Background: an optimization exercise with open tools, aiming at small area and a short achievable clock period. Do not read the settings as production practice. RTL that was checked went through simulation tests only; none was proved equivalent to the original. No functional check of the RTL was part of runs 1 to 4. Power figures rest on the tool's default switching activity, not on a simulated workload.

--- config.mk ---
export PLATFORM = sky130hd
export DESIGN_NAME = pe_with_buffers
export DESIGN_NICKNAME = pe_with_buffers
export VERILOG_FILES = /design/flow/design.v
export SDC_FILE = /design/flow/constraint.sdc
export NUM_CORES = 4
export LEC_CHECK = 0
export CAP_MARGIN = 20
export CORE_MARGIN = 2
export CORE_UTILIZATION = 40
export PLACE_DENSITY = 0.6
export SLEW_MARGIN = 20
--- constraint.sdc ---
create_clock -name core_clock -period 10.0 [get_ports {clk}]
set_input_delay 2.0000 -clock core_clock [delete_from_list [all_inputs] [get_ports {clk}]]
set_output_delay 2.0000 -clock core_clock [all_outputs]
set_load 0.01 [all_outputs]
--- design.v ---
module pe_with_buffers (
    input  logic        clk,
    input  logic        rst_n,
    input  logic        cyc,
    input  logic        stb,
    input  logic        we,
    input  logic [2:0]  adr,
    input  logic [31:0] dat_w,
    output logic [31:0] dat_r,
    output logic        ack,
    output logic        m_valid,
    output logic [24:0] m_beat,
    output logic        pe_ready,
    output logic        pe_idle
);
    localparam logic [3:0] S_RESET         = 4'd0;
    localparam logic [3:0] S_IDLE          = 4'd1;
    localparam logic [3:0] S_LOAD          = 4'd2;
    localparam logic [3:0] S_READY         = 4'd3;
    localparam logic [3:0] S_WAIT_MID      = 4'd4;
    localparam logic [3:0] S_WRITE_MID     = 4'd5;
    localparam logic [3:0] S_WAIT_LAST     = 4'd6;
    localparam logic [3:0] S_WRITE_LAST    = 4'd7;
    localparam logic [3:0] S_RST_CNT       = 4'd8;
    localparam logic [3:0] S_IDLE_LC       = 4'd9;
    localparam logic [3:0] S_READY_LC      = 4'd10;
    localparam logic [3:0] S_WAIT_MID_LC   = 4'd11;
    localparam logic [3:0] S_WRITE_MID_LC  = 4'd12;
    localparam logic [3:0] S_WAIT_LAST_LC  = 4'd13;
    localparam logic [3:0] S_WRITE_LAST_LC = 4'd14;
    localparam logic [3:0] S_RST_CNT_LC    = 4'd15;
    logic [3:0]  state, state_d;
    logic        first_chan, last_chan, ready_flag;
    logic [23:0] kernel;
    logic [23:0] bias;
    logic [23:0] kern_q;
    logic [1:0]  win_cnt;
    logic        out_valid;
    logic [4:0]  wr_addr;
    logic        row_done;
    logic pending, is_pixel, accept, wr_acc, is_cmd;
    logic load_kernel, mid_row, last_row, pixel_valid;
    logic row_active, in_row;
    assign in_row      = (state == S_WAIT_MID) || (state == S_WRITE_MID) ||
                         (state == S_WAIT_LAST) || (state == S_WRITE_LAST) ||
                         (state == S_WAIT_MID_LC) || (state == S_WRITE_MID_LC) ||
                         (state == S_WAIT_LAST_LC) || (state == S_WRITE_LAST_LC);
    assign row_active  = in_row && !row_done;
    assign pending     = cyc && stb && !ack;
    assign is_pixel    = we && (adr == 3'd4);
    assign accept      = pending && (!is_pixel || row_active);
    assign wr_acc      = accept && we;
    assign is_cmd      = wr_acc && (adr == 3'd3);
    assign load_kernel = is_cmd && dat_w[0];
    assign mid_row     = is_cmd && dat_w[1];
    assign last_row    = is_cmd && dat_w[2];
    assign pixel_valid = accept && is_pixel;
    always_ff @(posedge clk) begin
        if (!rst_n) begin
            ack        <= 1'b0;
            first_chan <= 1'b0;
            last_chan  <= 1'b0;
            ready_flag <= 1'b0;
        end else begin
            ack <= accept;
            if (load_kernel) begin
                ready_flag <= 1'b0;
            end else if (pe_ready) begin
                ready_flag <= 1'b1;
            end
            if (wr_acc && adr == 3'd2) begin
                first_chan <= dat_w[0];
                last_chan  <= dat_w[1];
            end
        end
    end
    always_ff @(posedge clk) begin
        if (wr_acc && adr == 3'd0) kernel <= dat_w[23:0];
        if (wr_acc && adr == 3'd1) bias   <= dat_w[23:0];
    end
    logic [23:0] rd_lo;
    logic        rd_hi;
    always_comb begin
        rd_lo = '0;
        rd_hi = 1'b0;
        case (adr)
            3'd0: rd_lo = kernel;
            3'd1: begin
                rd_lo = bias;
                rd_hi = bias[23];
            end
            3'd2: rd_lo[1:0] = {last_chan, first_chan};
            3'd5: rd_lo[1:0] = {pe_idle, ready_flag};
            default: ;
        endcase
    end
    logic [23:0] dat_r_lo;
    logic        dat_r_hi;
    always_ff @(posedge clk) begin
        dat_r_lo <= rd_lo;
        dat_r_hi <= rd_hi;
    end
    assign dat_r = {{8{dat_r_hi}}, dat_r_lo};
    always_comb begin
        state_d = state;
        case (state)
            S_RESET: state_d = S_IDLE;
            S_IDLE: begin
                if (load_kernel)    state_d = S_LOAD;
                else if (mid_row)   state_d = S_WAIT_MID;
                else if (last_row)  state_d = S_WAIT_LAST;
                else if (last_chan) state_d = S_IDLE_LC;
            end
            S_LOAD:       state_d = last_chan ? S_READY_LC : S_READY;
            S_READY:      state_d = S_IDLE;
            S_WAIT_MID:   state_d = S_WRITE_MID;
            S_WRITE_MID:  state_d = row_done ? S_IDLE : S_WRITE_MID;
            S_WAIT_LAST:  state_d = S_WRITE_LAST;
            S_WRITE_LAST: state_d = row_done ? S_RST_CNT : S_WRITE_LAST;
            S_RST_CNT:    state_d = S_IDLE;
            S_IDLE_LC: begin
                if (load_kernel)     state_d = S_LOAD;
                else if (mid_row)    state_d = S_WAIT_MID_LC;
                else if (last_row)   state_d = S_WAIT_LAST_LC;
                else if (!last_chan) state_d = S_IDLE;
            end
            S_READY_LC:      state_d = S_IDLE_LC;
            S_WAIT_MID_LC:   state_d = S_WRITE_MID_LC;
            S_WRITE_MID_LC:  state_d = row_done ? S_IDLE_LC : S_WRITE_MID_LC;
            S_WAIT_LAST_LC:  state_d = S_WRITE_LAST_LC;
            S_WRITE_LAST_LC: state_d = row_done ? S_RST_CNT_LC : S_WRITE_LAST_LC;
            S_RST_CNT_LC:    state_d = S_IDLE_LC;
            default:         state_d = S_IDLE;
        endcase
    end
    always_ff @(posedge clk) begin
        if (!rst_n) begin
            state    <= S_RESET;
            pe_idle  <= 1'b0;
            pe_ready <= 1'b0;
        end else begin
            state    <= state_d;
            pe_idle  <= (state_d == S_IDLE) || (state_d == S_IDLE_LC);
            pe_ready <= (state_d == S_READY) || (state_d == S_READY_LC);
        end
    end
    logic row_start, wr_kernel, cnt_rst, in_lc_write;
    assign row_start   = (state == S_WAIT_MID) || (state == S_WAIT_LAST) ||
                         (state == S_WAIT_MID_LC) || (state == S_WAIT_LAST_LC);
    assign wr_kernel   = (state == S_LOAD);
    assign cnt_rst     = (state == S_RESET) || (state == S_RST_CNT) || (state == S_RST_CNT_LC);
    assign in_lc_write = (state == S_WRITE_MID_LC) || (state == S_WRITE_LAST_LC);
    logic        win_full;
    logic [7:0]  pix_q;       
    logic        pv_q;        
    logic        pv_q2;       
    logic [7:0]  prev_pix;    
    logic [16:0] part_q;      
    logic [15:0] w0p_q;       
    logic [23:0] sum_q;       
    assign win_full = (win_cnt == 2'd2);
    always_ff @(posedge clk) begin
        if (wr_kernel) kern_q <= kernel;
    end
    always_ff @(posedge clk) begin
        if (!rst_n) begin
            win_cnt   <= '0;
            out_valid <= 1'b0;
        end else begin
            out_valid <= pixel_valid && win_full;
            if (row_start) begin
                win_cnt <= '0;
            end else if (pixel_valid && !win_full) begin
                win_cnt <= win_cnt + 1'b1;
            end
        end
    end
    logic signed [7:0]  sh_a, sh_b;
    logic signed [15:0] sh_p;
    logic signed [15:0] w2p;
    assign sh_a = pv_q ? pix_q : prev_pix;
    assign sh_b = pv_q ? kern_q[15:8] : kern_q[7:0];
    assign sh_p = sh_a * sh_b;
    assign w2p  = $signed(pix_q) * $signed(kern_q[23:16]);
    always_ff @(posedge clk) begin
        pix_q <= dat_w[7:0];
        pv_q  <= pixel_valid;
        pv_q2 <= pv_q;
        if (pv_q) begin
            prev_pix <= pix_q;
            part_q   <= {sh_p[15], sh_p} + {w0p_q[15], w0p_q};
        end
        if (pv_q2) begin
            w0p_q <= sh_p;
        end
    end
    logic [23:0] ring [4][8];
    logic [2:0]  rot  [4];
    logic [23:0] head;
    logic [23:0] base;
    logic [23:0] wr_data;
    assign head = ring[wr_addr[4:3]][0];
    assign base = first_chan ? bias : head;
    always_ff @(posedge clk) begin
        sum_q <= base + {{7{part_q[16]}}, part_q};
    end
    assign wr_data = sum_q + {{8{w2p[15]}}, w2p};
    for (genvar r = 0; r < 4; r++) begin : g_row
        logic       wr_r, shift_r;
        logic [2:0] home;
        assign home    = (wr_addr[4:3] == 2'(r)) ? wr_addr[2:0] : 3'd0;
        assign wr_r    = out_valid && (wr_addr[4:3] == 2'(r));
        assign shift_r = wr_r || (rot[r] != home);
        always_ff @(posedge clk) begin
            if (shift_r) begin
                for (int s = 0; s < 7; s++) ring[r][s] <= ring[r][s+1];
                ring[r][7] <= wr_r ? wr_data : ring[r][0];
                rot[r]     <= rot[r] + 3'd1;
            end
        end
    end
    always_ff @(posedge clk) begin
        if (!rst_n) begin
            wr_addr  <= '0;
            row_done <= 1'b0;
            m_valid  <= 1'b0;
        end else begin
            m_valid <= out_valid && in_lc_write;
            if (cnt_rst) begin
                wr_addr <= '0;
            end else if (out_valid) begin
                wr_addr <= wr_addr + 1'b1;
            end
            if (row_start) begin
                row_done <= 1'b0;
            end else if (out_valid && wr_addr[2:0] == 3'd7) begin
                row_done <= 1'b1;
            end
        end
    end
    always_ff @(posedge clk) begin
        m_beat[24:1] <= wr_data;
        m_beat[0]    <= out_valid && (state == S_WRITE_LAST_LC) && (wr_addr[2:0] == 3'd7);
    end
endmodule
--- run.sh ---
#!/bin/bash
# synth_recipe.tcl (not shown) runs the flow's synth.tcl, then flattens the netlist and writes it again
# the make line also repeats each setting of config.mk as NAME=value (left out here)
make -C /OpenROAD-flow-scripts/flow DESIGN_CONFIG=/design/flow/config.mk WORK_HOME=/design/flow/orfs CLKGATE_MAP_FILE= SYNTH_SCRIPT=/design/flow/synth_recipe.tcl finish
==> flow_summary_export.csv, run 1 <==
group,metric,value,unit
finish,final_cell_mix,"edfxtp_1 (885), inv_1 (224), nand2_1 (154)",
routing,firstDrtPassIters,5,
sta,final.setup.worst_slack,2620,ps
global_route,grt_max_degree,164,
die,fp.dieH,321,um
clock_tree,ctsHoldBuffers,0,
setup_path,worst-endpoint-arrival,7770,ps
routing,num_vias,20300,
logic_synthesis,ys_seq_elements,997,
clock_tree,clk_pin_slew,60,ps
placed_design,gp_congestion,0.839,
clock_tree,clock_path_buffers,3,
routing,drt_iter0_drc,1819,
hold_path,hold_class,"flip-flop to flip-flop",
routing,drc,0,
sta,max_freq,0.135,GHz
setup_path,reg2reg_from,"kern_q[20]",
die,initial_core_util,40.2,%
finish,area.growth.synth_to_final,14.2,%
outcome,outcome,"finished clean",
setup_path,rrSetupSlack,2620,ps
sta,finalCritPeriodShare,73.8,%
setup_path,cp-end-kind,"flip-flop",
sta,finalSetupViolCount,0,
clock_tree,insertion_delay,670,ps
setup_path,critPathKind,"flip-flop to flip-flop",
power,power_frac_clock,25.6,%
logic_synthesis,synth_warnings,3,
power,internal_power,0.00882,W
finish,final_common_cell,"edfxtp_1",
logic_synthesis,syn_avg_cell_area,16.2,um2
sta,grt_setup_unrepaired,"false",
setup_path,critPathLaunchType,"flip-flop",
sta,final.setup.tns,0,ps
hold_path,min_path_cells,0,
finish,layout-drive-gt1-share,9.31,%
global_route,grt_pass1_wl,125000,um
die,std_cell_rows,116,
routing,postRouteWirelength,81300,um
setup_path,required,10380,ps
placed_design,placedCellCount,3833,
global_route,grt_usage,15.9,%
placed_design,hpwlAfterDp,51900,um
power,total_power,0.0138,W
clock_tree,post_cts_buffers,0,
sta,fin_crit,7380,ps
logic_synthesis,syn-cell-area,40100,um2
die,die_w,321,um
power,p_switching,0.00502,W
finish,final_core_util,45.9,%
sta,maxSlewViolCount,0,
clock_tree,cts_root_buffer,"clkbuf_16",
logic_synthesis,synth_edf_count,885,
logic_synthesis,synth_fp_nets,2756,
finish,fin_cells,4018,
power,p_per_area,302,nW/um2
routing,vias_per_cell,5.06,
die,design.core.area,99700,um2
sta,slew_headroom,16.9,%
setup_path,r2r-end,"ring[15][23]",
routing,antenna_left,0,
finish,nNetsFinal,2920,
logic_synthesis,synth_seq_area_share,71.9,%
power,irDropWorstVdd,266,uV
power,leakage,15.6,nW
sta,finalHoldViolations,0,
routing,avgRoutedWirePerCell,20.2,um
clock_tree,cts-resized-gates,0,
logic_synthesis,synth_cell_types,70,
clock_tree,cts_made_buffers,100,
placed_design,place_ws,2680,ps
clock_tree,htree_levels,3,
power,sequentialPowerShare,35.9,%
global_route,grt_pass1_vias,20700,
hold_path,hp-start,"ring[11][14]",
logic_synthesis,synth_flop_cell,"edfxtp_1",
logic_synthesis,async_flop_share,0,%
hold_path,min_to,"ring[10][14]",
logic_synthesis,syn_inst,2474,
sta,fin_skew,28.4,ps
die,io_pins,101,
global_route,grt_overflow_total,0,
sta,worst_slew_pin_slew,1250,ps
run,cap_violations,0,
die,die-area,103000,um2
clock_tree,cts_tree,"built",
power,netSwitchingFraction,36.3,%
setup_path,worstPathMaxFanout,8,
power,combPwrFrac,38.5,%
placed_design,port_buffers,92,
setup_path,r2r_cells,25,
global_route,antenna_found_initial,1,
clock_tree,numClockSinks,997,
-- registers in the layout, summed over array words and instances, names as in the netlist, 2 cells and up --
name,flops
sum_q,24
kern_q,24
prev_pix,8
w0p_q,16
rot,12
m_beat,25
wr_addr,5
ring,768
bias,24
win_cnt,2
state,4
dat_r_lo,24
kernel,24
part_q,17
pix_q,8
-- power by group through the flow --
stage | Sequential (W) | Clock, W | Combinational (W)
global route | 0.00498 | 0.00379 | 0.00596
floorplan | 0.00510 | 0 | 0.00362
finish | 0.00496 | 0.00354 | 0.00533
CTS | 0.00496 | 0.00364 | 0.00544
global placement | 0.00504 | 0 | 0.00531
detailed placement | 0.00505 | 0 | 0.00534
-- Yosys cell counts, types with 7 or more instances --
| cell type | count | area (um2) |
|---|---|---|
| xor2_1 | 32 | 280 |
| nand2_1 | 161 | 604 |
| clkbuf_1 | 37 | 139 |
| o21a_1 | 17 | 128 |
| mux2i_1 | 26 | 260 |
| mux4_2 | 24 | 541 |
| a211oi_1 | 14 | 105 |
| o21ai_1 | 10 | 50.1 |
| inv_1 | 224 | 841 |
| nor2b_1 | 16 | 100 |
| a21o_1 | 23 | 173 |
| o211ai_1 | 10 | 75.1 |
| or3_1 | 8 | 50.1 |
| mux2_2 | 36 | 405 |
| o21ai_0 | 124 | 621 |
| nand2b_1 | 17 | 106 |
| edfxtp_1 | 885 | 26600 |
| dfxtp_1 | 112 | 2240 |
| nor2_1 | 93 | 349 |
| a22o_1 | 23 | 201 |
| o21bai_1 | 9 | 67.6 |
| nand3_1 | 19 | 95.1 |
| and3_1 | 7 | 43.8 |
| ha_1 | 129 | 1610 |
| a21oi_1 | 57 | 285 |
| nor3_1 | 20 | 100 |
| and2_1 | 55 | 344 |
| fa_1 | 113 | 2260 |
| xnor2_1 | 62 | 543 |
| buf_4 | 8 | 60.1 |
-- metrics by stage --
step           hold WS (ps)  cell area (um2)
2_1_floorplan           400            40100
5_1_grt                 420            45800
3_5_place_dp            405            42700
6_report                408            45800
3_3_place_gp            401            42700
4_1_cts                 404            45800
-- worst max-delay path by stage --
stage,startpoint,endpoint,slack (ps),cells past startpoint
2_1_floorplan,wr_addr[4],ring[16][0],-670,4
3_3_place_gp,kern_q[20],ring[7][23],2680,25
3_5_place_dp,kern_q[20],ring[15][22],2680,26
4_1_cts,kern_q[23],ring[15][23],2560,24
5_1_grt,kern_q[23],ring[31][22],2230,25
6_report,kern_q[20],ring[15][23],2620,25
-- critical path, stage by stage (launching register included) --
cell and delay [ps]:
edfxtp_1 540, and2_1 250, fa_1 540, inv_1 50, fa_1 490, inv_1 60, fa_1 530, inv_1 60
fa_1 530, inv_1 40, ha_1 320, a21oi_1 210, o21bai_1 100, a21oi_1 250, o21bai_1 100, a21oi_1 260
mux2i_1 130, a2111o_1 460, ha_1 380, and4_1 300, o2111ai_1 130, o21ai_1 400, o21a_1 220, o211ai_1 130
xnor2_1 440, o21ai_1 160
-- cells by family (layout without fill, tap and decap cells) --
family / Yosys count / after routing / share of synthesized area (%)
other: 0 / 2 / 0
XOR/XNOR: 94 / 94 / 2.05
multiplexers: 86 / 86 / 3.01
flip-flops: 997 / 997 / 71.9
AND/OR/NAND/NOR: 425 / 425 / 4.98
adder cells (fa/ha/maj): 242 / 242 / 9.67
AO/OA/AOI/OAI: 354 / 354 / 5.76
buffers and inverters: 276 / 520 / 2.67
-- routing by layer --
layer,routed length (um),GRT usage (%),vias to the layer above,part of all wire (%)
li1,-,-,9379,-
met1,38900,23.5,10300,48
met2,36600,24.2,478,45
met3,3390,2.26,131,4.2
met4,2290,5.36,0,2.8
met5,0,0,-,0
-- final cells by class --
| class | count | area, um2 |
|---|---|---|
| well taps | 1298 | 1620 |
| multi-input cells | 1201 | 10300 |
| inverters | 224 | 841 |
| fillers | 8503 | 53900 |
| clock buffers | 131 | 2700 |
| repair buffers | 114 | 1110 |
| flip-flops and latches | 997 | 28800 |
| clock inverters | 51 | 390 |
| diodes | 2 | 5.00 |
==> run 2: changes to the inputs <==
--- a/config.mk
+++ b/config.mk
@@ -5,8 +5,9 @@
 export SDC_FILE = /design/flow/constraint.sdc
 export NUM_CORES = 4
 export LEC_CHECK = 0
+export ABC_CLOCK_PERIOD_IN_PS = 2500
 export CAP_MARGIN = 20
 export CORE_MARGIN = 2
-export CORE_UTILIZATION = 40
-export PLACE_DENSITY = 0.6
+export CORE_UTILIZATION = 60
+export PLACE_DENSITY = 0.7
 export SLEW_MARGIN = 20
==> run 2 against run 1 <==
Against the previous run: still clean; power increased by 2.0%; area after synthesis unchanged; design area decreased by 0.89%; via count decreased by 0.13%; count of clock-buffer cells in the layout decreased by 20.
==> flow_summary_export.csv, run 2 <==
group,metric,value,unit
clock_tree,cts_made_buffers,96,
logic_synthesis,synth_edf_count,885,
power,combPwrFrac,38.8,%
power,p_per_area,311,nW/um2
outcome,outcome,"finished clean",
routing,postRouteWirelength,77200,um
sta,fin_crit,7780,ps
die,fp.dieH,263,um
logic_synthesis,synth_flop_cell,"edfxtp_1",
logic_synthesis,yosysTopAreaCell,"edfxtp_1",
setup_path,cp_slowest_cell,"xnor2_1",
routing,num_vias,20300,
routing,vias_per_cell,5.67,
logic_synthesis,synth_most_common_cell,"edfxtp_1",
routing,drt_iter0_drc,1823,
logic_synthesis,synthTopCellsByArea,"edfxtp_1 (66%), fa_1 (5.6%), dfxtp_1 (5.6%), ha_1 (4.0%), inv_1 (2.1%)",
logic_synthesis,synthAdderAreaFrac,9.67,%
placed_design,place_area,42100,um2
power,power_frac_clock,26.1,%
sta,grt_setup_unrepaired,"false",
clock_tree,numClockSinks,997,
setup_path,cp_top_family,"adder cells",
clock_tree,cts_tree,"built",
logic_synthesis,async_flop_share,0,%
power,internal_power,0.00890,W
global_route,grt_overflow_total,0,
logic_synthesis,synth_fp_nets,2756,
finish,stdcell_area,45400,um2
logic_synthesis,synthMuxAreaShare,3.01,%
finish,diodes,0,
finish,registers.top_by_ff_count,"ring",
logic_synthesis,synth_xor_xnor_area_share,2.05,%
power,netSwitchingFraction,36.9,%
clock_tree,ctsHoldBuffers,0,
clock_tree,clk_pin_slew,60,ps
clock_tree,clock_path_buffers,3,
power,sequentialPowerShare,35.1,%
setup_path,crit_end,"ring[7][23]",
logic_synthesis,yosys.area.top_type_share,66.3,%
sta,finalSetupViolCount,0,
placed_design,port_buffers,92,
placed_design,hpwlAfterDp,49500,um
setup_path,rrSetupSlack,2220,ps
setup_path,r2r_cells,24,
logic_synthesis,synth_top_family_by_area,"adder cells",
finish,final_cell_mix,"edfxtp_1 (885), inv_1 (224), nand2_1 (154)",
clock_tree,post_cts_buffers,0,
logic_synthesis,synth_seq_area_share,71.9,%
routing,avgRoutedWirePerCell,21.6,um
power,p_switching,0.00521,W
logic_synthesis,synth_compound_area_share,5.76,%
sta,finalHoldViolations,0,
setup_path,required,10380,ps
die,die-area,68900,um2
power,irDropWorstVdd,274,uV
global_route,grt_usage,22.6,%
sta,worst_slew_pin_slew,1110,ps
sta,fin_skew,36.8,ps
setup_path,critPathKind,"flip-flop to flip-flop",
hold_path,hold_class,"flip-flop to flip-flop",
routing,firstDrtPassIters,5,
global_route,grt_max_degree,171,
clock_tree,cts-resized-gates,0,
clock_tree,cts_root_buffer,"clkbuf_16",
setup_path,cp-end-kind,"flip-flop",
power,leakage,15.6,nW
setup_path,crit_buf_inv,4,
logic_synthesis,syn_inst,2474,
logic_synthesis,syn_avg_cell_area,16.2,um2
setup_path,worst-endpoint-arrival,8160,ps
run,cap_violations,0,
logic_synthesis,synth_cell_types,70,
finish,area.growth.synth_to_final,13.2,%
sta,holdWs,406,ps
setup_path,reg2reg_from,"kern_q[16]",
sta,max_freq,0.129,GHz
finish,nNetsFinal,2918,
finish,largest_reg_flops,768,
clock_tree,htree_levels,3,
setup_path,worstPathMaxFanout,10,
setup_path,critPathLaunchType,"flip-flop",
placed_design,gp_congestion,0.858,
finish,reg_top3,"ring (768), m_beat (25)",
logic_synthesis,synth_warnings,3,
logic_synthesis,yosys.area_share.simple,4.98,%
sta,maxSlewViolCount,0,
sta,finalCritPeriodShare,77.8,%
logic_synthesis,synth_common_cells,"edfxtp_1 (885), inv_1 (224), nand2_1 (161)",
logic_synthesis,syn-cell-area,40100,um2
setup_path,r2r-end,"ring[7][23]",
finish,final_core_util,68.8,%
die,initial_core_util,60.8,%
die,design.core.area,66000,um2
sta,slew_headroom,26.0,%
finish,layout-drive-gt1-share,9.89,%
setup_path,crit_start,"kern_q[16]",
finish,final_common_cell,"edfxtp_1",
clock_tree,insertion_delay,660,ps
die,die_w,263,um
global_route,grt_pass1_wl,120000,um
global_route,grt_pass1_vias,20500,
setup_path,crit_top_cell,"inv_1",
routing,drc,0,
die,std_cell_rows,94,
setup_path,critPathMaxStageDelay,800,ps
die,io_pins,101,
routing,antenna_left,0,
global_route,antenna_found_initial,1,
setup_path,cp.depth,24,
setup_path,path_cells,"and2_1, ha_1, inv_1, fa_1, inv_1, fa_1, inv_1, fa_1, inv_1, ha_1, or3_1, o211a_1, a41oi_1, a21oi_1, xnor2_1, ha_1, and3_1, a221o_1, nor3b_1, o21ai_1, o2111ai_1, o211ai_1, xnor2_1, o21ai_1",
logic_synthesis,ys_seq_elements,997,
run 2: changes by cell type in the layout (fill, tap and decap cells not counted), moves of 4 or more:
cell       delta
clkbuf_1     -11
clkinv_2      +9
bufinv_16     +7
inv_6         +6
clkbuf_8      -5
clkbuf_16     -4
clkinv_1      -4
run 2: worst min path at each step:
| stage | from | end | slack [ps] | depth (start not counted) |
|---|---|---|---|---|
| CTS | ring[20][7] | ring[19][7] | 410 | 0 |
| global route | ring[4][4] | ring[3][4] | 420 | 0 |
| detailed placement | ring[1][18] | ring[0][18] | 400 | 0 |
| floorplan | ring[1][0] | ring[0][0] | 400 | 0 |
| finish | ring[31][5] | ring[30][5] | 410 | 0 |
| global placement | ring[27][13] | ring[26][13] | 400 | 0 |
run 2: per-layer routing:
metal	track usage, %	up-vias	wire, um
met5	0	-	0
met4	5.98	0	1560
met1	35.1	10200	36800
li1	-	9357	-
met3	3.03	107	3950
met2	34.4	596	34900
run 2: cell families (layout without fill, tap and decap cells):
family	count (synthesis)	count (layout)
fa+ha+maj	242	242
buf+inv	276	521
xor+xnor	94	94
flops	997	997
mux	86	86
compound gates	354	354
simple gates	425	425
run 2: power groups by stage:
stage / Clock (W) / Combinational [W] / Sequential, W
6_report: 0.00368 / 0.00547 / 0.00496
5_1_grt: 0.00391 / 0.00607 / 0.00497
4_1_cts: 0.00375 / 0.00552 / 0.00496
3_5_place_dp: 0 / 0.00544 / 0.00504
3_3_place_gp: 0 / 0.00532 / 0.00504
2_1_floorplan: 0 / 0.00362 / 0.00510
run 2: metrics by stage:
step                      power [W]  instances  TNS, ps  setup slack [ps]
after global placement       0.0104       3401        0              2400
after CTS                    0.0142       3582        0              2160
after global routing         0.0150       3583        0              1660
final                        0.0141       3583        0              2220
after floorplan             0.00872       2474  -252600              -672
after detailed placement     0.0105       3401        0              2180
run 2: worst reg2reg max path, stage by stage (launching register included):
cell and delay [ps]:
edfxtp_1 520, and2_1 260, ha_1 420, inv_1 150, fa_1 550, inv_1 50
fa_1 480, inv_1 60, fa_1 580, inv_1 60, ha_1 340, or3_1 320
o211a_1 130, a41oi_1 270, a21oi_1 120, xnor2_1 800, ha_1 480, and3_1 230
a221o_1 350, nor3b_1 180, o21ai_1 190, o2111ai_1 280, o211ai_1 150, xnor2_1 430
o21ai_1 130
run 2: area by class of cell:
cell class	count	area (um2)
Inverter	224	841
Clock buffer	111	2490
Clock inverter	70	739
Timing Repair Buffer	116	1140
Fill cell	4313	20600
Multi-Input combinational cell	1201	10300
Tap cell	864	1080
Sequential cell	997	28800
==> run 3: changes to the inputs <==
--- a/design.v
+++ b/design.v
@@ -74,9 +74,14 @@
             end
         end
     end
-    always_ff @(posedge clk) begin
-        if (wr_acc && adr == 3'd0) kernel <= dat_w[23:0];
-        if (wr_acc && adr == 3'd1) bias   <= dat_w[23:0];
+    logic [23:0] wdat_q;
+    logic        wr_kern_q, wr_bias_q;
+    always_ff @(posedge clk) begin
+        wdat_q    <= dat_w[23:0];
+        wr_kern_q <= wr_acc && adr == 3'd0;
+        wr_bias_q <= wr_acc && adr == 3'd1;
+        if (wr_kern_q) kernel <= wdat_q;
+        if (wr_bias_q) bias   <= wdat_q;
     end
     logic [23:0] rd_lo;
     logic        rd_hi;
@@ -150,13 +155,50 @@
     assign wr_kernel   = (state == S_LOAD);
     assign cnt_rst     = (state == S_RESET) || (state == S_RST_CNT) || (state == S_RST_CNT_LC);
     assign in_lc_write = (state == S_WRITE_MID_LC) || (state == S_WRITE_LAST_LC);
+    localparam logic [23:0] PROD_OFS = 24'd43520;
+    function automatic logic [11:0] booth_enc(input logic [7:0] x);
+        logic [8:0] xe;
+        xe = {x, 1'b0};
+        for (int i = 0; i < 4; i++) begin
+            booth_enc[3*i]   = xe[2*i+1] ^ xe[2*i];
+            booth_enc[3*i+1] = (xe[2*i+2] & ~xe[2*i+1] & ~xe[2*i]) |
+                               (~xe[2*i+2] & xe[2*i+1] & xe[2*i]);
+            booth_enc[3*i+2] = xe[2*i+2] & ~(xe[2*i+1] & xe[2*i]);
+        end
+    endfunction
+    function automatic logic [9:0] booth_pp(input logic [2:0] d,
+                                            input logic [9:0] wp,
+                                            input logic [9:0] wn);
+        logic [9:0] pp;
+        pp = d[0] ? (d[2] ? wn : wp) :
+             d[1] ? (d[2] ? {wn[8:0], 1'b0} : {wp[8:0], 1'b0}) : 10'd0;
+        booth_pp = {~pp[9], pp[8:0]};
+    endfunction
+    function automatic logic [33:0] booth_rows(input logic [11:0] d,
+                                               input logic [9:0] wp,
+                                               input logic [9:0] wn);
+        logic [16:0] r0, r1, r2, r3;
+        logic [16:0] s1, c1, s2, c2;
+        r0 = {7'd0, booth_pp(d[2:0],  wp, wn)};
+        r1 = {5'd0, booth_pp(d[5:3],  wp, wn), 2'd0};
+        r2 = {3'd0, booth_pp(d[8:6],  wp, wn), 4'd0};
+        r3 = {1'd0, booth_pp(d[11:9], wp, wn), 6'd0};
+        s1 = r0 ^ r1 ^ r2;
+        c1 = ((r0 & r1) | (r0 & r2) | (r1 & r2)) << 1;
+        s2 = s1 ^ c1 ^ r3;
+        c2 = ((s1 & c1) | (s1 & r3) | (c1 & r3)) << 1;
+        booth_rows = {c2, s2};
+    endfunction
     logic        win_full;
-    logic [7:0]  pix_q;       
+    logic [11:0] dig_in;      
+    logic [11:0] dig_q;       
+    logic [11:0] pdig_q;      
     logic        pv_q;        
     logic        pv_q2;       
-    logic [7:0]  prev_pix;    
-    logic [16:0] part_q;      
-    logic [15:0] w0p_q;       
+    logic [16:0] ps_q, pc_q;  
+    logic [16:0] m1_q;        
+    logic [16:0] m0_q;        
+    logic [16:0] n0_q;        
     logic [23:0] sum_q;       
     assign win_full = (win_cnt == 2'd2);
     always_ff @(posedge clk) begin
@@ -175,23 +217,33 @@
             end
         end
     end
-    logic signed [7:0]  sh_a, sh_b;
-    logic signed [15:0] sh_p;
-    logic signed [15:0] w2p;
-    assign sh_a = pv_q ? pix_q : prev_pix;
-    assign sh_b = pv_q ? kern_q[15:8] : kern_q[7:0];
-    assign sh_p = sh_a * sh_b;
-    assign w2p  = $signed(pix_q) * $signed(kern_q[23:16]);
-    always_ff @(posedge clk) begin
-        pix_q <= dat_w[7:0];
+    logic [9:0] w0p, w1p, w2p, w0n, w1n, w2n;
+    assign w0p = {{2{kern_q[7]}},  kern_q[7:0]};
+    assign w1p = {{2{kern_q[15]}}, kern_q[15:8]};
+    assign w2p = {{2{kern_q[23]}}, kern_q[23:16]};
+    assign w0n = 10'd0 - w0p;
+    assign w1n = 10'd0 - w1p;
+    assign w2n = 10'd0 - w2p;
+    logic [33:0] rows_in;
+    assign dig_in  = booth_enc(dat_w[7:0]);
+    assign rows_in = booth_rows(dig_in, w2p, w2n);
+    logic [33:0] rows_sh;
+    logic [16:0] prod_sh;
+    assign rows_sh = pv_q ? booth_rows(dig_q, w1p, w1n) : booth_rows(pdig_q, w0p, w0n);
+    assign prod_sh = rows_sh[16:0] + rows_sh[33:17];
+    always_ff @(posedge clk) begin
+        dig_q <= dig_in;
+        ps_q  <= rows_in[16:0];
+        pc_q  <= rows_in[33:17];
         pv_q  <= pixel_valid;
         pv_q2 <= pv_q;
         if (pv_q) begin
-            prev_pix <= pix_q;
-            part_q   <= {sh_p[15], sh_p} + {w0p_q[15], w0p_q};
+            pdig_q <= dig_q;
+            m1_q   <= prod_sh;
+            m0_q   <= n0_q;
         end
         if (pv_q2) begin
-            w0p_q <= sh_p;
+            n0_q <= prod_sh;
         end
     end
     logic [23:0] ring [4][8];
@@ -201,15 +253,28 @@
     logic [23:0] wr_data;
     assign head = ring[wr_addr[4:3]][0];
     assign base = first_chan ? bias : head;
-    always_ff @(posedge clk) begin
-        sum_q <= base + {{7{part_q[16]}}, part_q};
-    end
-    assign wr_data = sum_q + {{8{w2p[15]}}, w2p};
+    logic [23:0] sa, sb, sc, sd;
+    localparam logic [23:0] SUM_K = 24'd0 - 3 * PROD_OFS;
+    always_comb begin
+        sa = base ^ {7'd0, m1_q} ^ {7'd0, m0_q};
+        sb = ((base & {7'd0, m1_q}) | (base & {7'd0, m0_q}) | ({7'd0, m1_q} & {7'd0, m0_q})) << 1;
+        sc = sa ^ sb ^ SUM_K;
+        sd = ((sa & sb) | (sa & SUM_K) | (sb & SUM_K)) << 1;
+    end
+    always_ff @(posedge clk) begin
+        sum_q <= sc + sd;
+    end
+    logic [23:0] oa, ob;
+    always_comb begin
+        oa = sum_q ^ {7'd0, ps_q} ^ {7'd0, pc_q};
+        ob = ((sum_q & {7'd0, ps_q}) | (sum_q & {7'd0, pc_q}) | ({7'd0, ps_q} & {7'd0, pc_q})) << 1;
+    end
+    assign wr_data = oa + ob;
     for (genvar r = 0; r < 4; r++) begin : g_row
         logic       wr_r, shift_r;
         logic [2:0] home;
-        assign home    = (wr_addr[4:3] == 2'(r)) ? wr_addr[2:0] : 3'd0;
-        assign wr_r    = out_valid && (wr_addr[4:3] == 2'(r));
+        assign home    = (wr_addr[4:3] == r) ? wr_addr[2:0] : 3'd0;
+        assign wr_r    = out_valid && (wr_addr[4:3] == r);
         assign shift_r = wr_r || (rot[r] != home);
         always_ff @(posedge clk) begin
             if (shift_r) begin
==> config.mk (replaced) <==
export PLATFORM = sky130hd
export DESIGN_NAME = pe_with_buffers
export DESIGN_NICKNAME = pe_with_buffers
export VERILOG_FILES = /design/flow/design.v
export SDC_FILE = /design/flow/constraint.sdc
export NUM_CORES = 4
export LEC_CHECK = 0
export ABC_CLOCK_PERIOD_IN_PS = 3000
export CAP_MARGIN = 20
export CORE_MARGIN = 2
export CORE_UTILIZATION = 40
export PLACE_DENSITY = 0.6
export SETUP_SLACK_MARGIN = 5
export SLEW_MARGIN = 20
==> run 3 against run 2 <==
Against the previous run: critical endpoint is now m1_q[14]; register-to-register slack gained 2800 ps; utilization shrank 23 points; power shrank 30%; flip-flop and latch count grew 77; synthesized cell count grew 8.9%; cell count grew 20%; critical path depth shrank 7; count of clock-buffer cells in the layout grew 39; area after synthesis grew 5.1%; critical path type unchanged; worst setup slack gained 2800 ps.
==> flow_summary_export.csv, run 3 <==
group,metric,value,unit
setup_path,critPathKind,"flip-flop to flip-flop",
outcome,outcome,"finished clean",
logic_synthesis,synth_top_family_by_area,"compound AO/OA/AOI/OAI gates",
sta,maxSlewViolCount,0,
die,design.core.area,105000,um2
sta,max_freq,0.199,GHz
finish,diodes,0,
run,cap_violations,0,
clock_tree,cts_root_buffer,"clkbuf_16",
logic_synthesis,syn_inst,2693,
finish,registers.top_by_ff_count,"ring",
logic_synthesis,syn-cell-area,42100,um2
placed_design,hpwlAfterDp,60900,um
finish,area.growth.synth_to_final,15.1,%
power,irDropWorstVdd,136,uV
power,leakage,16.2,nW
logic_synthesis,synth_flop_cell,"edfxtp_1",
routing,drc,0,
clock_tree,cts_made_buffers,106,
routing,postRouteWirelength,92000,um
logic_synthesis,synth_edf_count,915,
clock_tree,clock_path_buffers,3,
routing,vias_per_cell,5.17,
logic_synthesis,yosys.area_share.simple,5.40,%
sta,slew_headroom,28.3,%
die,io_pins,101,
sta,finalHoldViolations,0,
logic_synthesis,synth_xor_xnor_area_share,2.62,%
logic_synthesis,synthAdderAreaFrac,6.50,%
global_route,grt_pass1_vias,22100,
sta,finalSetupViolCount,0,
setup_path,critPathLaunchType,"flip-flop",
die,initial_core_util,40.2,%
routing,firstDrtPassIters,5,
setup_path,worst-endpoint-arrival,5460,ps
finish,final_cell_mix,"edfxtp_1 (915), nand2_1 (198), o21ai_0 (159)",
die,die_w,329,um
placed_design,gp_congestion,0.888,
logic_synthesis,synth_cell_types,78,
hold_path,hp-start,"ring[29][16]",
routing,num_vias,22300,
routing,avgRoutedWirePerCell,21.4,um
logic_synthesis,synth_seq_area_share,72.8,%
sta,fin_skew,54.7,ps
sta,grt_setup_unrepaired,"true",
finish,nNetsFinal,3042,
global_route,grt_max_degree,127,
logic_synthesis,async_flop_share,0,%
finish,final_common_cell,"edfxtp_1",
die,die-area,108000,um2
power,total_power,0.00982,W
logic_synthesis,synth_common_cells,"edfxtp_1 (915), nand2_1 (208), o21ai_0 (164)",
die,fp.dieH,329,um
logic_synthesis,synthTopCellsByArea,"edfxtp_1 (65%), dfxtp_1 (7.6%), fa_1 (3.3%), ha_1 (3.2%), o21ai_0 (1.9%)",
die,std_cell_rows,119,
logic_synthesis,synth_fp_nets,2910,
logic_synthesis,yosysTopAreaCell,"edfxtp_1",
logic_synthesis,synthMuxAreaShare,3.00,%
clock_tree,cts_tree,"built",
clock_tree,htree_levels,3,
logic_synthesis,synth_most_common_cell,"edfxtp_1",
logic_synthesis,syn_avg_cell_area,15.6,um2
global_route,grt_usage,16.8,%
setup_path,worstPathMaxFanout,5,
sta,final.setup.tns,0,ps
setup_path,crit_start,"kern_q[0]",
logic_synthesis,ys_seq_elements,1074,
clock_tree,clk_pin_slew,60,ps
logic_synthesis,synth_warnings,3,
finish,largest_reg_flops,768,
sta,fin_crit,5020,ps
hold_path,hold_class,"flip-flop to flip-flop",
routing,drt_iter0_drc,1794,
setup_path,required,10440,ps
routing,antenna_left,0,
setup_path,reg2reg_from,"kern_q[0]",
finish,layout-drive-gt1-share,11.6,%
sta,worst_slew_pin_slew,1070,ps
setup_path,cp-end-kind,"flip-flop",
logic_synthesis,yosys.area.top_type_share,65.2,%
global_route,antenna_found_initial,5,
power,p_per_area,203,nW/um2
global_route,grt_overflow_total,0,
clock_tree,numClockSinks,1074,
sta,finalCritPeriodShare,50.2,%
logic_synthesis,synth_compound_area_share,7.24,%
placed_design,port_buffers,92,
finish,reg_top3,"ring (768), m_beat (25)",
global_route,grt_pass1_wl,138000,um
clock_tree,insertion_delay,710,ps
-- run 3: cell count changes in the layout (fill, tap and decap cells not counted), sizes merged, moves of 28 or more --
cell | before | now
o21ai | 135 | 165
a22oi | 3 | 31
clkbuf | 111 | 150
edfxtp | 885 | 915
xnor2 | 62 | 91
dfxtp | 112 | 159
and2 | 56 | 17
inv | 236 | 156
nand2 | 161 | 208
fa | 113 | 70
-- run 3: path summary, 6_finish.rpt --
path	to	slack, ps	depth (start not counted)
max	m1_q[14]	4980	17
min	ring[28][16]	380	0
max reg2reg	m1_q[14]	4980	17
min reg2reg	ring[28][16]	380	0
-- run 3: per-layer routing --
layer,vias to the layer above,track usage [%],part of all wire [%]
met5,-,0,0
li1,10200,-,-
met2,569,26.6,47
met4,0,4.79,2.5
met1,11300,24.3,47
met3,145,2.52,4.1
-- run 3: timing repair --
| action | in CTS | in global routing |
|---|---|---|
| pin swaps | 11 | 20 |
| hold buffers | 0 | 0 |
| setup buffers | 9 | 11 |
| gates resized for setup | 27 | 29 |
| endpoints found under the setup margin | 18 | 12 |
-- run 3: cell type report --
class / count / area, um2
Fill cell: 9068 / 56300
Sequential cell: 1074 / 30700
Multi-Input combinational cell: 1354 / 10800
Clock buffer: 150 / 3030
Tap cell: 1391 / 1740
Timing Repair Buffer: 135 / 1250
Inverter: 154 / 578
Clock inverter: 50 / 449
-- run 3: cell families (layout without fill, tap and decap cells) --
family          after synthesis  in the layout
fa+ha+maj                   177            177
simple gates                489            489
buf+inv                     265            489
mux                          92             92
flops                      1074           1074
xor+xnor                    126            126
compound gates              470            470
-- run 3: power by group --
group	switching [W]	leakage [nW]	total [W]	internal, W
sequential	0.0000521	8.75	0.00494	0.00488
clock	0.00170	1.72	0.00390	0.00221
combinational	0.000640	5.75	0.000982	0.000342
total	0.00239	16.2	0.00982	0.00743
-- run 3: worst max-delay path, cell delays in order (launching register included) --
cell,delay (ps)
edfxtp_1,460
inv_2,120
ha_4,160
or3b_4,390
or3_4,360
nand2_2,90
xnor2_2,80
a22o_1,240
fa_1,490
fa_1,540
mux2_4,310
ha_4,260
nor2b_1,130
o21a_1,180
o211ai_1,200
nand3_1,160
a2111o_1,390
o211ai_1,220
-- run 3: stage by stage --
step / hold WS [ps] / cells / area [um2] / worst slack [ps] / util (%)
after CTS: 359 / 4297 / 48300 / 4980 / 46.1
after global routing: 392 / 4308 / 48500 / 4820 / 46.3
after detailed placement: 405 / 4088 / 44600 / 4430 / 42.6
after floorplan: 400 / 2693 / 42100 / 5020 / -
final: 376 / 4308 / 48500 / 4980 / 46.3
after global placement: 400 / 4088 / 44600 / 4430 / 42.6
==> run 4: changes to the inputs <==
--- a/config.mk
+++ b/config.mk
@@ -8,7 +8,7 @@
 export ABC_CLOCK_PERIOD_IN_PS = 3000
 export CAP_MARGIN = 20
 export CORE_MARGIN = 2
-export CORE_UTILIZATION = 40
-export PLACE_DENSITY = 0.6
+export CORE_UTILIZATION = 65
+export PLACE_DENSITY = 0.75
 export SETUP_SLACK_MARGIN = 5
 export SLEW_MARGIN = 20
==> run 4 against run 3 <==
Against the previous run: global-route usage grew 12 points; worst setup slack lost 3.3 ps; count of clock-buffer cells in the layout shrank 24; still clean; hold slack gained 36 ps; highest routed layer unchanged; first-iteration DRC count grew 36%; design area shrank 1.1%.
==> flow_summary_export.csv, run 4 <==
group,metric,value,unit
clock_tree,cts_root_buffer,"clkbuf_16",
power,leakage,16.3,nW
placed_design,port_buffers,92,
clock_tree,cts_made_buffers,101,
finish,final_core_util,74.7,%
clock_tree,clk_pin_slew,60,ps
logic_synthesis,syn_inst,2693,
global_route,grt_usage,28.9,%
sta,max_freq,0.199,GHz
global_route,grt_pass1_wl,143000,um
routing,firstDrtPassIters,6,
setup_path,critPathLaunchType,"flip-flop",
clock_tree,ctsHoldBuffers,0,
finish,registers.top_by_ff_count,"ring",
sta,slew_headroom,23.2,%
setup_path,worstPathMaxFanout,4,
sta,finalHoldViolations,0,
logic_synthesis,syn-cell-area,42100,um2
sta,finalSetupViolCount,0,
finish,final_cell_mix,"edfxtp_1 (915), nand2_1 (199), o21ai_0 (160)",
placed_design,gp_congestion,0.894,
die,die-area,66900,um2
clock_tree,numClockSinks,1074,
die,std_cell_rows,93,
global_route,grt_max_degree,129,
sta,grt_setup_unrepaired,"true",
global_route,grt_overflow_total,0,
placed_design,hpwlAfterDp,58300,um
logic_synthesis,synth_warnings,3,
die,die_w,259,um
logic_synthesis,yosys.area.top_type_share,65.2,%
logic_synthesis,synth_common_cells,"edfxtp_1 (915), nand2_1 (208), o21ai_0 (164)",
finish,reg_top3,"ring (768), m_beat (25)",
logic_synthesis,ys_seq_elements,1074,
logic_synthesis,synth_fp_nets,2910,
finish,nNetsFinal,3036,
logic_synthesis,synth_seq_area_share,72.8,%
logic_synthesis,syn_avg_cell_area,15.6,um2
global_route,antenna_found_initial,0,
die,initial_core_util,65.6,%
run,cap_violations,0,
power,irDropWorstVdd,181,uV
power,p_per_area,209,nW/um2
setup_path,worst-endpoint-arrival,5430,ps
die,io_pins,101,
finish,largest_reg_flops,768,
sta,finalCritPeriodShare,50.2,%
clock_tree,insertion_delay,690,ps
routing,drc,0,
routing,vias_per_cell,6.12,
routing,num_vias,23000,
logic_synthesis,synthTopCellsByArea,"edfxtp_1 (65%), dfxtp_1 (7.6%), fa_1 (3.3%), ha_1 (3.2%), o21ai_0 (1.9%)",
sta,fin_skew,53.1,ps
routing,avgRoutedWirePerCell,25.5,um
logic_synthesis,synth_most_common_cell,"edfxtp_1",
logic_synthesis,synth_edf_count,915,
sta,maxSlewViolCount,0,
finish,layout-drive-gt1-share,11.4,%
finish,area.growth.synth_to_final,13.8,%
clock_tree,cts_tree,"built",
sta,fin_crit,5020,ps
clock_tree,clock_path_buffers,3,
finish,final_common_cell,"edfxtp_1",
placed_design,placedCellCount,3544,
sta,holdWs,412,ps
hold_path,hold_class,"flip-flop to flip-flop",
routing,postRouteWirelength,95800,um
die,fp.dieH,259,um
logic_synthesis,async_flop_share,0,%
logic_synthesis,synth_flop_cell,"edfxtp_1",
logic_synthesis,yosysTopAreaCell,"edfxtp_1",
logic_synthesis,synth_cell_types,78,
finish,fin_cells,3761,
sta,worst_slew_pin_slew,1150,ps
setup_path,required,10400,ps
clock_tree,htree_levels,3,
routing,antenna_left,0,
setup_path,cp-end-kind,"flip-flop",
routing,drt_iter0_drc,2442,
setup_path,critPathKind,"flip-flop to flip-flop",
global_route,grt_pass1_vias,23000,
die,design.core.area,64200,um2
power,total_power,0.0100,W
sta,final.setup.tns,0,ps
outcome,outcome,"finished clean",
[run 4: cell counts after synthesis]
No cell type changed its count.
[run 4: metal layers]
layer | part of all wire (%) | track usage (%)
met4 | 2.9 | 9.87
met3 | 6.2 | 3.76
met2 | 49 | 47.0
met1 | 42 | 41.0
met5 | 0 | 0
[run 4: layout make-up]
class                      count  area (um2)
antenna                        1        2.50
clock inverter                63         865
sequential                  1074       30700
fill                        3684       16300
inverter                     154         578
multi-input combinational   1354       10800
clock buffer                 126        2730
timing repair buffer         134        1270
tap                          855        1070
[run 4: repair_timing]
action,in CTS,in global routing
buffers inserted,14,13
pin swaps,12,15
endpoints found under the setup margin,20,16
gates resized for setup,30,29
[run 4: logic make-up (layout without fill, tap and decap cells)]
kind of cell               count (synthesis)  count (layout)  share of synthesized area, %
xor gates and xnor gates                 126             126                          2.62
adders and majority gates                177             177                          6.50
other                                      0               1                             0
muxes                                     92              92                          3.00
AOI/OAI and AO/OA                        470             470                          7.24
and+or+nand+nor                          489             489                          5.40
DFF                                     1074            1074                          72.8
buffers and inverters                    265             477                          2.46
[run 4: worst max-delay path, cell delays in order (launching register included)]
cell      delay [ps]
edfxtp_1         440
inv_2            110
ha_4             140
or3b_4           400
or3_4            410
nand2_4          100
xnor2_4           80
a22o_1           240
fa_1             500
fa_1             510
mux2_4           320
ha_4             230
buf_4            130
o21ai_2          180
o21ai_2          110
a21o_1           190
a31o_2           240
o221ai_2         190
and4b_1          260
[run 4: worst paths after layout]
path	from	endpoint	slack, ps	cells past startpoint
min reg2reg	ring[9][16]	ring[8][16]	410	0
max	kern_q[0]	m1_q[15]	4980	18
min	ring[9][16]	ring[8][16]	410	0
max reg2reg	kern_q[0]	m1_q[15]	4980	18
[run 4: stage by stage]
stage / worst slack, ps / area (um2)
after global routing: 4830 / 48000
after global placement: 4460 / 43900
after detailed placement: 4410 / 43900
after floorplan: 5020 / 42100
final: 4980 / 48000
after CTS: 5010 / 47700
[run 4: power by group]
group | internal (W) | total, W | switching (W)
clock | 0.00240 | 0.00412 | 0.00172
combinational | 0.000344 | 0.000976 | 0.000632
sequential | 0.00488 | 0.00494 | 0.0000596
total | 0.00763 | 0.0100 | 0.00241
==> run 5: changes to the inputs <==
--- a/design.v
+++ b/design.v
@@ -201,8 +201,14 @@
     logic [16:0] n0_q;        
     logic [23:0] sum_q;       
     assign win_full = (win_cnt == 2'd2);
+    logic [26:0] kneg_q;
     always_ff @(posedge clk) begin
-        if (wr_kernel) kern_q <= kernel;
+        if (wr_kernel) begin
+            kern_q <= kernel;
+            kneg_q <= {9'd0 - {kernel[23], kernel[23:16]},
+                       9'd0 - {kernel[15], kernel[15:8]},
+                       9'd0 - {kernel[7], kernel[7:0]}};
+        end
     end
     always_ff @(posedge clk) begin
         if (!rst_n) begin
@@ -221,15 +227,20 @@
     assign w0p = {{2{kern_q[7]}},  kern_q[7:0]};
     assign w1p = {{2{kern_q[15]}}, kern_q[15:8]};
     assign w2p = {{2{kern_q[23]}}, kern_q[23:16]};
-    assign w0n = 10'd0 - w0p;
-    assign w1n = 10'd0 - w1p;
-    assign w2n = 10'd0 - w2p;
+    assign w0n = {kneg_q[8],  kneg_q[8:0]};
+    assign w1n = {kneg_q[17], kneg_q[17:9]};
+    assign w2n = {kneg_q[26], kneg_q[26:18]};
     logic [33:0] rows_in;
     assign dig_in  = booth_enc(dat_w[7:0]);
     assign rows_in = booth_rows(dig_in, w2p, w2n);
     logic [33:0] rows_sh;
     logic [16:0] prod_sh;
-    assign rows_sh = pv_q ? booth_rows(dig_q, w1p, w1n) : booth_rows(pdig_q, w0p, w0n);
+    logic [11:0] dig_sh;
+    logic [9:0]  wp_sh, wn_sh;
+    assign dig_sh  = pv_q ? dig_q : pdig_q;
+    assign wp_sh   = pv_q ? w1p : w0p;
+    assign wn_sh   = pv_q ? w1n : w0n;
+    assign rows_sh = booth_rows(dig_sh, wp_sh, wn_sh);
     assign prod_sh = rows_sh[16:0] + rows_sh[33:17];
     always_ff @(posedge clk) begin
         dig_q <= dig_in;
==> config.mk (replaced) <==
export PLATFORM = sky130hd
export DESIGN_NAME = pe_with_buffers
export DESIGN_NICKNAME = pe_with_buffers
export VERILOG_FILES = /design/flow/design.v
export SDC_FILE = /design/flow/constraint.sdc
export NUM_CORES = 4
export LEC_CHECK = 0
export CAP_MARGIN = 20
export CORE_MARGIN = 2
export CORE_UTILIZATION = 40
export PLACE_DENSITY = 0.6
export SETUP_SLACK_MARGIN = 5
export SLEW_MARGIN = 20
==> run 5 against run 4 <==
Against the previous run: worst setup slack improved by 160 ps; critical path depth did not move; largest power group unchanged; first-iteration DRC count fell by 19%; critical path type unchanged; still clean.
==> flow_summary_export.csv, run 5 <==
group,metric,value,unit
logic_synthesis,yosys.area.top_type_share,67.3,%
setup_path,crit_end,"sum_q[22]",
die,io_pins,101,
clock_tree,cts_made_buffers,111,
die,die_w,326,um
placed_design,gp_congestion,0.880,
clock_tree,numClockSinks,1098,
setup_path,rrSetupSlack,5140,ps
die,die-area,106000,um2
logic_synthesis,synthTopCellsByArea,"edfxtp_1 (67%), dfxtp_1 (8.3%), ha_1 (3.0%), fa_1 (2.8%), mux2i_1 (1.7%)",
clock_tree,htree_levels,3,
logic_synthesis,synth_edf_count,927,
routing,antenna_left,0,
global_route,antenna_found_initial,4,
routing,avgRoutedWirePerCell,21.0,um
die,fp.dieH,326,um
die,initial_core_util,40.5,%
sta,final.setup.tns,0,ps
sta,maxSlewViolCount,0,
sta,fin_skew,37.0,ps
sta,finalCritPeriodShare,48.6,%
routing,num_vias,21000,
setup_path,required,10610,ps
finish,layout-drive-gt1-share,13.0,%
sta,worst_slew_pin_slew,1120,ps
logic_synthesis,synth_warnings,3,
power,p_per_area,210,nW/um2
global_route,grt_usage,16.2,%
setup_path,cp-end-kind,"flip-flop",
global_route,grt_overflow_total,0,
logic_synthesis,synth_seq_area_share,75.6,%
routing,firstDrtPassIters,6,
power,leakage,16.1,nW
routing,drc,0,
power,irDropWorstVdd,145,uV
sta,grt_setup_unrepaired,"true",
setup_path,worst-endpoint-arrival,5480,ps
finish,registers.top_by_ff_count,"ring",
logic_synthesis,synth_cell_types,73,
logic_synthesis,synth_flop_cell,"edfxtp_1",
global_route,grt_pass1_vias,21000,
logic_synthesis,synth_most_common_cell,"edfxtp_1",
routing,drt_iter0_drc,1973,
setup_path,path_cells,"buf_12, buf_16, mux4_2, mux2_2, fa_1, ha_1, ha_1, fa_2, a21o_1, a21oi_2, nand2b_4, a21oi_1, a221oi_2, buf_4, a21oi_4, a2111oi_4, nor2_2, o311ai_1",
sta,finalHoldViolations,0,
placed_design,port_buffers,92,
finish,nNetsFinal,2871,
logic_synthesis,ys_seq_elements,1098,
global_route,grt_pass1_wl,131000,um
finish,reg_top3,"ring (768), kneg_q (27), m_beat (25)",
clock_tree,clock_path_buffers,3,
setup_path,crit_start,"wr_addr[4]",
routing,postRouteWirelength,87000,um
setup_path,cp_slowest_cell,"mux4_2",
sta,max_freq,0.206,GHz
setup_path,r2r-end,"sum_q[22]",
finish,fillerInstances,8733,
finish,final_core_util,47.1,%
clock_tree,cts_root_buffer,"clkbuf_16",
setup_path,crit_top_cell,"ha_1",
outcome,outcome,"finished clean",
die,design.core.area,102000,um2
clock_tree,ctsHoldBuffers,0,
sta,finalSetupViolCount,0,
logic_synthesis,syn_avg_cell_area,16.6,um2
routing,vias_per_cell,5.08,
hold_path,hold_class,"flip-flop to flip-flop",
setup_path,reg2reg_from,"wr_addr[4]",
sta,fin_crit,4860,ps
sta,slew_headroom,25.3,%
setup_path,critPathMaxStageDelay,600,ps
logic_synthesis,async_flop_share,0,%
setup_path,r2r_cells,18,
logic_synthesis,yosysTopAreaCell,"edfxtp_1",
finish,final_common_cell,"edfxtp_1",
die,std_cell_rows,117,
setup_path,critPathKind,"flip-flop to flip-flop",
finish,largest_reg_flops,768,
global_route,grt_max_degree,130,
placed_design,hpwlAfterDp,55800,um
clock_tree,cts_tree,"built",
finish,final_cell_mix,"edfxtp_1 (927), dfxtp_1 (164), nand2_1 (162)",
logic_synthesis,synth_fp_nets,2693,
logic_synthesis,syn_inst,2497,
setup_path,worstPathMaxFanout,9,
logic_synthesis,synth_common_cells,"edfxtp_1 (927), dfxtp_1 (171), nand2_1 (170)",
clock_tree,clk_pin_slew,60,ps
logic_synthesis,syn-cell-area,41300,um2
clock_tree,insertion_delay,710,ps
run,cap_violations,0,
finish,area.growth.synth_to_final,16.5,%
power,total_power,0.0101,W
setup_path,critPathLaunchType,"flip-flop",
## run 5: cell types whose count changed in the layout (fill, tap and decap cells not counted), moves of 14 or more
cell	change
nand2_1	-37
a22oi_1	-18
fa_1	-14
mux2i_1	+37
xnor2_1	-43
o21ai_0	-36
mux2_2	+29
## run 5: cell families (layout without fill, tap and decap cells)
kind of cell	count (synthesis)	count (layout)	synth area share, %
flops	1098	1098	75.6
buf+inv	222	496	2.09
fa+ha+maj	156	156	5.76
mux	158	158	4.74
xor+xnor	77	77	1.70
other cells	0	2	0
compound gates	373	373	5.62
simple gates	413	413	4.49
## run 5: worst max-delay path: cells and delay by family (launching register included)
family          cells  cell delay, ps
compound gates      7            1540
fa+ha+maj           4            1240
buf+inv             3             470
flops               1             340
mux                 2             910
simple gates        2             250
## run 5: what timing repair did
item                       CTS  global route
setup endpoints to repair   25            12
gates cloned                 1             0
pin swaps                    1             5
gates resized for setup     23            22
buffers inserted             9            18
## run 5: through the flow
| step | setup slack (ps) | cell area, um2 | std cells | hold slack [ps] |
|---|---|---|---|---|
| finish | 5140 | 48200 | 4141 | 394 |
| global route | 4970 | 48200 | 4139 | 406 |
| CTS | 5010 | 47900 | 4120 | 395 |
| detailed placement | 3980 | 43900 | 3901 | 405 |
| global placement | 4090 | 43900 | 3901 | 400 |
| floorplan | 5020 | 41400 | 2497 | 400 |
## run 5: metal layers
| metal | routed length (um) | GRT usage (%) | up-vias |
|---|---|---|---|
| li1 | - | - | 9662 |
| met2 | 39700 | 24.7 | 566 |
| met1 | 41100 | 23.5 | 10700 |
| met4 | 1940 | 5.36 | 2 |
| met5 | 15 | 0 | - |
| met3 | 4210 | 2.82 | 119 |
## run 5: worst min-delay path by stage
stage / startpoint / endpoint / cells past startpoint
4_1_cts: ring[5][1] / ring[4][1] / 0
5_1_grt: ring[4][16] / ring[3][16] / 0
3_3_place_gp: ring[25][19] / ring[24][19] / 0
6_report: ring[5][1] / ring[4][1] / 0
3_5_place_dp: ring[1][3] / ring[0][3] / 0
2_1_floorplan: n0_q[0] / m0_q[0] / 0
## run 5: power breakdown
part | leakage (nW) | switching (W) | internal, W
Sequential | 8.99 | 0.0000523 | 0.00499
Combinational | 5.38 | 0.000600 | 0.000326
Clock | 1.77 | 0.00177 | 0.00239
## run 5: area by class of cell
type                            count  area, um2  share of cell area [%]
Inverter                          139        522                    1.08
Sequential cell                  1098      31300                    64.9
Multi-Input combinational cell   1177       9460                    19.6
Timing Repair Buffer              148       1470                    3.06
Antenna cell                        2       5.00                  0.0104
Clock buffer                      142       2950                    6.13
Tap cell                         1368       1710                    3.55
Clock inverter                     67        763                    1.58

## re-timing with driven ports
The flow's constraints put no driver on any port. The routed layouts listed below were extracted and timed again, unchanged, in two steps.
Step 1, drivers: a clkbuf_16 drives clk and a buf_2 each remaining input, both assumed.
Step 2 times the ports against the registers' clock, not the clock port: input delays grow and output delays shrink by t, the midpoint of the rising clock arrivals with the driver on.
Slacks: no drivers / after step 1 / after step 2; pairs: no drivers / after step 1.
run	t (ns)	setup WS [ns]	worst setup path at the end	slew at the worst register clock pin (ns)
run 1	0.722	2.616 / 2.616 / 2.616	register to register	0.07 / 0.07
run 2	0.710	2.224 / 2.224 / 2.224	register to register	0.07 / 0.07
run 3	0.746	4.980 / 4.980 / 4.862	input to register	0.06 / 0.06
run 4	0.725	4.976 / 4.976 / 4.594	input to register	0.08 / 0.08
run 5	0.760	5.137 / 5.137 / 4.989	input to register	0.07 / 0.07
After both steps every run listed still meets setup and hold. The setup slack of run 4, which loses most, moves by 0.000 ns with the drivers and by -0.382 ns with both steps.
